This design comes from an exercise in tuning for small area on the open sky130 flow, not from production work.
In this exercise RTL edits were held to simulation tests only and were not proved equivalent to the original.

[flow/config.mk]
export PLATFORM = sky130hd
export DESIGN_NAME = reg_file_ab
export DESIGN_NICKNAME = reg_file_ab
export VERILOG_FILES = /design/flow/design.v
export SDC_FILE = /design/flow/constraint.sdc
export NUM_CORES = 4
export LEC_CHECK = 0
export ABC_AREA = 1
export CAP_MARGIN = 20
export CORE_MARGIN = 2
export CORE_UTILIZATION = 40
export SETUP_SLACK_MARGIN = 0.2
export SLEW_MARGIN = 20
export SYNTH_HIERARCHICAL = 1
[flow/constraint.sdc]
create_clock -name core_clock -period 7.0 [get_ports {clk}]
set_input_delay 1.4000 -clock core_clock [delete_from_list [all_inputs] [get_ports {clk}]]
set_output_delay 1.4000 -clock core_clock [all_outputs]
set_load 0.01 [all_outputs]
[flow/design.v]
package reg_file_ab_pkg;
  localparam int REG_ZERO = 0;
  localparam int REG_SP   = 29;
  localparam int REG_RA   = 31;
  localparam int unsigned SP_RESET_DEFAULT = 227;
endpackage
module rf_ao22 (
  input  logic q,
  input  logic hold,
  input  logic d,
  input  logic load,
  output logic y
);
  assign y = (q & hold) | (d & load);
endmodule
module rf_aoi222 (
  input  logic s0,
  input  logic d0,
  input  logic s1,
  input  logic d1,
  input  logic s2,
  input  logic d2,
  output logic y_n
);
  assign y_n = ~((s0 & d0) | (s1 & d1) | (s2 & d2));
endmodule
module rf_ao222 (
  input  logic s0,
  input  logic d0,
  input  logic s1,
  input  logic d1,
  input  logic s2,
  input  logic d2,
  output logic y
);
  assign y = (s0 & d0) | (s1 & d1) | (s2 & d2);
endmodule
module reg_file_ab #(
  parameter int          DATA_W   = 32,
  parameter int          ADDR_W   = 5,
  parameter int unsigned SP_RESET = reg_file_ab_pkg::SP_RESET_DEFAULT
) (
  input  logic              clk,
  input  logic              reset,
  input  logic              reg_write,
  input  logic [ADDR_W-1:0] write_reg,
  input  logic [DATA_W-1:0] write_data,
  input  logic [ADDR_W-1:0] read_reg1,
  input  logic [ADDR_W-1:0] read_reg2,
  input  logic              load_ab,
  output logic [DATA_W-1:0] read_data1,
  output logic [DATA_W-1:0] read_data2,
  output logic [DATA_W-1:0] a_out,
  output logic [DATA_W-1:0] b_out
);
  localparam int NREGS  = 2 ** ADDR_W;
  localparam int NGRP   = (NREGS - 1) / 3;       
  localparam int REG_SP = reg_file_ab_pkg::REG_SP;
  localparam logic [DATA_W-1:0] SP_VAL = DATA_W'(SP_RESET);
  logic [DATA_W-1:0] regs   [NREGS];
  logic [DATA_W-1:0] regs_d [NREGS];
  logic [NREGS-1:0]  valid;
  logic [NREGS-1:0]  we, hold;
  logic [NREGS-1:0]  sel1, sel2;
  logic              sp_rst1, sp_rst2;
  logic [DATA_W-1:0] grp1_n [NGRP];
  logic [DATA_W-1:0] grp2_n [NGRP];
  logic              wr_en;
  logic              byp1, byp2;
  logic              a_w, a_r, b_w, b_r, ab_h;
  logic [DATA_W-1:0] a_d, b_d;
  assign wr_en = reg_write && (write_reg != ADDR_W'(reg_file_ab_pkg::REG_ZERO));
  always_comb begin
    for (int i = 0; i < NREGS; i++) begin
      we[i]   = (i != reg_file_ab_pkg::REG_ZERO) && reg_write && (write_reg == ADDR_W'(i));
      hold[i] = !we[i];
      sel1[i] = valid[i] && (read_reg1 == ADDR_W'(i));
      sel2[i] = valid[i] && (read_reg2 == ADDR_W'(i));
    end
  end
  assign sp_rst1 = !valid[REG_SP] && (read_reg1 == ADDR_W'(REG_SP));
  assign sp_rst2 = !valid[REG_SP] && (read_reg2 == ADDR_W'(REG_SP));
  always_ff @(posedge clk or negedge reset) begin
    if (!reset) begin
      valid <= '0;
    end else begin
      valid <= valid | we;
    end
  end
  for (genvar i = 1; i < NREGS; i++) begin : g_reg
    for (genvar b = 0; b < DATA_W; b++) begin : g_bit
      rf_ao22 u_nx (
        .q    (regs[i][b]),
        .hold (hold[i]),
        .d    (write_data[b]),
        .load (we[i]),
        .y    (regs_d[i][b])
      );
    end
    always_ff @(posedge clk) regs[i] <= regs_d[i];
  end
  for (genvar g = 0; g < NGRP; g++) begin : g_grp
    for (genvar b = 0; b < DATA_W; b++) begin : g_bit
      rf_aoi222 u_r1 (
        .s0 (sel1[3*g+1]), .d0 (regs[3*g+1][b]),
        .s1 (sel1[3*g+2]), .d1 (regs[3*g+2][b]),
        .s2 (sel1[3*g+3]), .d2 (regs[3*g+3][b]),
        .y_n (grp1_n[g][b])
      );
      rf_aoi222 u_r2 (
        .s0 (sel2[3*g+1]), .d0 (regs[3*g+1][b]),
        .s1 (sel2[3*g+2]), .d1 (regs[3*g+2][b]),
        .s2 (sel2[3*g+3]), .d2 (regs[3*g+3][b]),
        .y_n (grp2_n[g][b])
      );
    end
  end
  always_comb begin
    read_data1 = ({DATA_W{sel1[NREGS-1]}} & regs[NREGS-1]) | ({DATA_W{sp_rst1}} & SP_VAL);
    read_data2 = ({DATA_W{sel2[NREGS-1]}} & regs[NREGS-1]) | ({DATA_W{sp_rst2}} & SP_VAL);
    for (int g = 0; g < NGRP; g++) begin
      read_data1 = read_data1 | ~grp1_n[g];
      read_data2 = read_data2 | ~grp2_n[g];
    end
  end
  assign byp1 = wr_en && (write_reg == read_reg1);
  assign byp2 = wr_en && (write_reg == read_reg2);
  assign a_w  = load_ab && byp1;
  assign a_r  = load_ab && !byp1;
  assign b_w  = load_ab && byp2;
  assign b_r  = load_ab && !byp2;
  assign ab_h = !load_ab;
  for (genvar b = 0; b < DATA_W; b++) begin : g_ab
    rf_ao222 u_a (
      .s0 (a_w), .d0 (write_data[b]),
      .s1 (a_r), .d1 (read_data1[b]),
      .s2 (ab_h), .d2 (a_out[b]),
      .y  (a_d[b])
    );
    rf_ao222 u_b (
      .s0 (b_w), .d0 (write_data[b]),
      .s1 (b_r), .d1 (read_data2[b]),
      .s2 (ab_h), .d2 (b_out[b]),
      .y  (b_d[b])
    );
  end
  always_ff @(posedge clk or negedge reset) begin
    if (!reset) begin
      a_out <= '0;
      b_out <= '0;
    end else begin
      a_out <= a_d;
      b_out <= b_d;
    end
  end
endmodule
[flow/flow/run.sh]
#!/bin/bash
# Own flow: the standard ORFS layout, except that synthesis maps logic with an
# area-oriented ABC script (see synth.tcl). Each step's output goes to its own
# log file in the work folder.
set -euo pipefail
W=$(pwd)
F=$W/flow
export OWN_ABC_SCRIPT=$F/area.abc
# Same make command as standard.sh, with our synthesis script in place of synth_recipe.tcl.
sed "s#$W/synth_recipe.tcl#$F/synth.tcl#g" standard.sh > own_synth.sh
grep -q "$F/synth.tcl" own_synth.sh
bash own_synth.sh synth > synth.log 2>&1
# Floorplan to final layout, as standard.sh does it (synthesis is already up to date).
bash standard.sh > layout.log 2>&1
test -f out/final.def
[flow/flow/area.abc]
strash
dch
amap
topo
stime -c
[flow/flow/synth.tcl]
# synth_recipe.tcl with one change: abc maps with an area-oriented script
# (flow/area.abc) instead of ORFS's delay-first one. Everything else, and so
# every register and its name, is as in the standard synthesis.
proc synth {args} { yosys synth -nofsm -noshare {*}$args }
proc abc {args} {
  set i [lsearch -exact $args -script]
  if { $i >= 0 } {
    lset args [expr {$i + 1}] $::env(OWN_ABC_SCRIPT)
  }
  yosys abc {*}$args
}
source $::env(SCRIPTS_DIR)/synth.tcl
# left out here: clear keep_hierarchy, flatten, clean up, hide names made inside functions, write 1_2_yosys.v
[flow/standard.sh]
#!/bin/bash
# synth_recipe.tcl (not shown) runs the flow's synth.tcl, then flattens the netlist and writes it again
# the make line also repeats each setting of config.mk as NAME=value (left out here)
make -C /OpenROAD-flow-scripts/flow DESIGN_CONFIG=/design/flow/config.mk WORK_HOME=/design/flow/orfs CLKGATE_MAP_FILE= SYNTH_SCRIPT=/design/flow/synth_recipe.tcl "${@:-finish}"
==> run_results.csv <==
group,metric,value,unit
sta,setup_viol,0,
sta,final.min_clock_period,6.83,ns
critical_path,critPathMaxFanout,18,
sta,finalWorstSetupSlack,0.173,ns
synthesis,synth_cell_type_count,22,
sta,whs,0.484,ns
finish,nNetsFinal,3999,
synthesis,ys_seq_area_share,53.8,%
critical_path,crit_type,"input port to primary output",
finish,area_growth,23.8,%
finish,layout.cells.non_filler,5408,
run_status,status,"finished clean",
global_route,grtUsageMet3,10.4,%
critical_path,worst_ep_required_time,5.60,ns
floorplan,initial_core_util,40.5,%
synthesis,avgSynthCellArea,11.9,sq um
placed_design,place_hpwl,113,mm
clock_network,cts_max_path_buffers,3,
min_path,min_path_type,"flip-flop to flip-flop",
clock_network,h-tree-depth,3,
global_route,grt-ovfl-total,0,
sta,tns,0,ns
clock_network,clk_pin_slew,0.06,ns
critical_path,timing.rr.start,"valid[16]$_DFF_PN0_",
floorplan,die_w,325,um
global_route,gr-usage-all-layers,34.8,%
clock_network,cts_hold_buffers,0,
floorplan,dieHeight,325,um
clock_network,cts_inserted_buffers,112,
floorplan,die-area,0.106,sq mm
detailed_routing,drc,0,
sta,period_share,97.5,%
placed_design,dp.cells,5201,
clock_network,cts_tree,"built",
sta,final_max_slew_viol_count,0,
global_route,grt_pass1_vias,38200,
job,cap_violations,0,
detailed_routing,dr.pass1.iters,15,
detailed_routing,vias,41300,
global_route,grtUsageMet2,48.4,%
clock_network,clock-sinks,1087,
placed_design,pre_cts_slack,0.427,ns
power_and_ir_drop,finalPower,0.0170,W
placed_design,portBuffers,178,
detailed_routing,wire_per_inst,35.9,um
synthesis,synth_edf_count,0,
sta,fmax,146,MHz
placed_design,routabilityCongestion,1.01,
global_route,use_met1,47.5,%
sta,hold_viol_final,0,
detailed_routing,ant_nets,0,
critical_path,start_kind,"input port",
global_route,grt_max_degree,62,
synthesis,synth-async-reset-ratio,8.74,%
sta,slew_headroom,17.9,%
detailed_routing,vias_per_cell,7.64,
sta,finalClockSkew,0.0248,ns
global_route,grt_pass1_wl,276,mm
min_path,holdCritStartpoint,"regs[31][23]$_DFF_P_",
synthesis,synth_common_cells,"a22o_1, dfxtp_1, a222oi_1",
global_route,antenna_found_initial,0,
finish,layout-drive-gt1-share,11.6,%
critical_path,critPathLaunch,"read_reg2[3]",
synthesis,synth_top_area_cell,"dfxtp_1",
floorplan,fp.coreArea,0.102,sq mm
floorplan,rows,117,
synthesis,netlist_instances,3468,
power_and_ir_drop,vdd_ir_drop_max,0.215,mV
finish,nFillCells,9165,
critical_path,worstPathArrival,5.43,ns
clock_network,clk-insertion-delay-late,0.71,ns
synthesis,syn-cell-area,0.0413,sq mm
critical_path,cp-end-kind,"primary output",
finish,diodes,0,
detailed_routing,drt_iter0_markers,10200,
detailed_routing,drt_wl_total,194,mm
power_and_ir_drop,powerDensity,333,mW/mm^2
sta,rsz0062_at_grt,"no",
synthesis,ys_ff_latch,1087,
synthesis,yosys-top-cells-area,"dfxtp_1, a22o_1, a222oi_1, dfrtp_1, nand4_1",
critical_path,r2r_slack,3.84,ns
sta,tightest_slew,1.22,ns
synthesis,synth_top_area_share,48.0,%
synthesis,synth_fp_nets,3519,
floorplan,ios,179,
power_and_ir_drop,p_leak,19.9,nW
global_route,busiest_layer,"met2",
clock_network,cts-root-buf,"clkbuf_16",
synthesis,synthFlopType,"dfxtp_1",
synthesis,synth_warnings,12,
## repair_timing
action	in CTS	in global routing
buffers inserted	0	0
endpoints found under the hold margin	0	0
endpoints found under the setup margin	0	1
resized for setup	0	1
## modules after synthesis, one instance, submodules excluded
module       cells  copies in the design  flip-flops and latches
rf_ao222         2                    64                       0
rf_aoi222        1                   640                       0
rf_ao22          1                   992                       0
reg_file_ab   1708                     1                    1087
## final cells by class
class	instances	area, sq um	area share (%)
clock buffers	160	3290	6.42
inverters	173	651	1.27
multi-input cells	2208	19000	37.2
well taps	1368	1710	3.34
repair buffers	366	3740	7.31
flip-flops and latches	1087	22200	43.4
clock inverters	46	534	1.04
## per-layer routing
layer	up-vias	part of all wire (%)
met2	3850	40
met4	0	6.7
met3	635	15
li1	16800	-
met5	-	0
met1	20000	38
## report_power, final
part	switching (W)	total [W]	internal, W
logic	0.00114	0.00246	0.00132
registers	0.000936	0.00834	0.00741
clock network	0.00264	0.00624	0.00360
total	0.00472	0.0170	0.0123
## flip-flops by register name, summed over array words and instances (netlist names)
register,cells
a_out,32
b_out,32
regs,992
valid,31
## logic make-up (layout without fill, tap and decap cells)
group                  after synthesis  after routing  synth area share [%]
AO/OA/AOI/OAI                     1771           1771                  39.2
AND/OR/NAND/NOR                    437            437                  5.48
buffers and inverters              173            745                  1.57
flip-flops                        1087           1087                  53.8
## worst paths after layout
path / end / cells after the start
min: regs[31][23]$_DFF_P_ / 1
max: read_data2[9] / 10
max reg2reg: b_out[13]$_DFF_PN0_ / 9
min reg2reg: regs[31][23]$_DFF_P_ / 1
max in group asynchronous: b_out[24]$_DFF_PN0_ / 2
min in group asynchronous: b_out[31]$_DFF_PN0_ / 1
## worst max-delay path, cell delays in order
cell             delay [ns]
clkdlybuf4s50_1        0.66
clkinv_1               0.31
nand4_1                0.31
nor3_2                 0.23
buf_4                  0.28
a222oi_1               0.51
nand4_1                0.33
nor3_1                 0.53
o21ai_0                0.31
clkdlybuf4s50_1        0.55
## metrics by stage
| step | utilization [%] | cell area (sq um) |
|---|---|---|
| 6_report | 50.1 | 51200 |
| 5_1_grt | 50.1 | 51200 |
| 4_1_cts | 50.1 | 51200 |
| 3_5_place_dp | 46.3 | 47300 |
| 3_3_place_gp | 46.3 | 47300 |
| 2_1_floorplan | - | 41300 |
## cell usage in the layout, fill, tap and decap left out, types with 2 or more instances in the layout
cell type          n
clkinv_8           2
bufinv_16          9
clkbuf_1          21
o21ai_0           50
clkbuf_8          24
nor3_2            59
clkinv_2          18
nor2_2             2
buf_12            43
clkbuf_16        115
or3_1             16
a22o_1           992
clkinv_4           4
nor3_1            45
nand2_1           91
clkinv_1         175
a222oi_1         704
buf_4            145
nor2_4            32
nand4_1          152
nor2_1            18
inv_6              4
nor4_1             3
clkinvlp_4         6
clkdlybuf4s50_1  176
dfxtp_1          992
dfrtp_1           95
nor2b_4            2
and4_1             8
o2111ai_1         16
o22ai_1            6
or2_0              5

-- re-timing with driven ports --
In the flow no input, the clock included, has a driving cell. The finished layout below was timed again as built, in two steps.
Step 1 assumes that a clkbuf_16 drives the clock port and a buf_2 every other input.
Step 2 times the ports against the registers' clock, not the clock port: input delays grow and output delays shrink by t, the midpoint of the rising clock arrivals with the driver on.
a / b / c = no drivers / after step 1 / after step 2; a / b = the first two.
t, ns: 0.768
setup slack, ns: 0.173 / 0.131 / 0.131
worst slew at a driven data input, ns: 0.05
After both steps setup and hold are still met in this run. For this run, drivers alone change the setup slack by -0.042 ns; drivers and shift together by -0.042 ns.
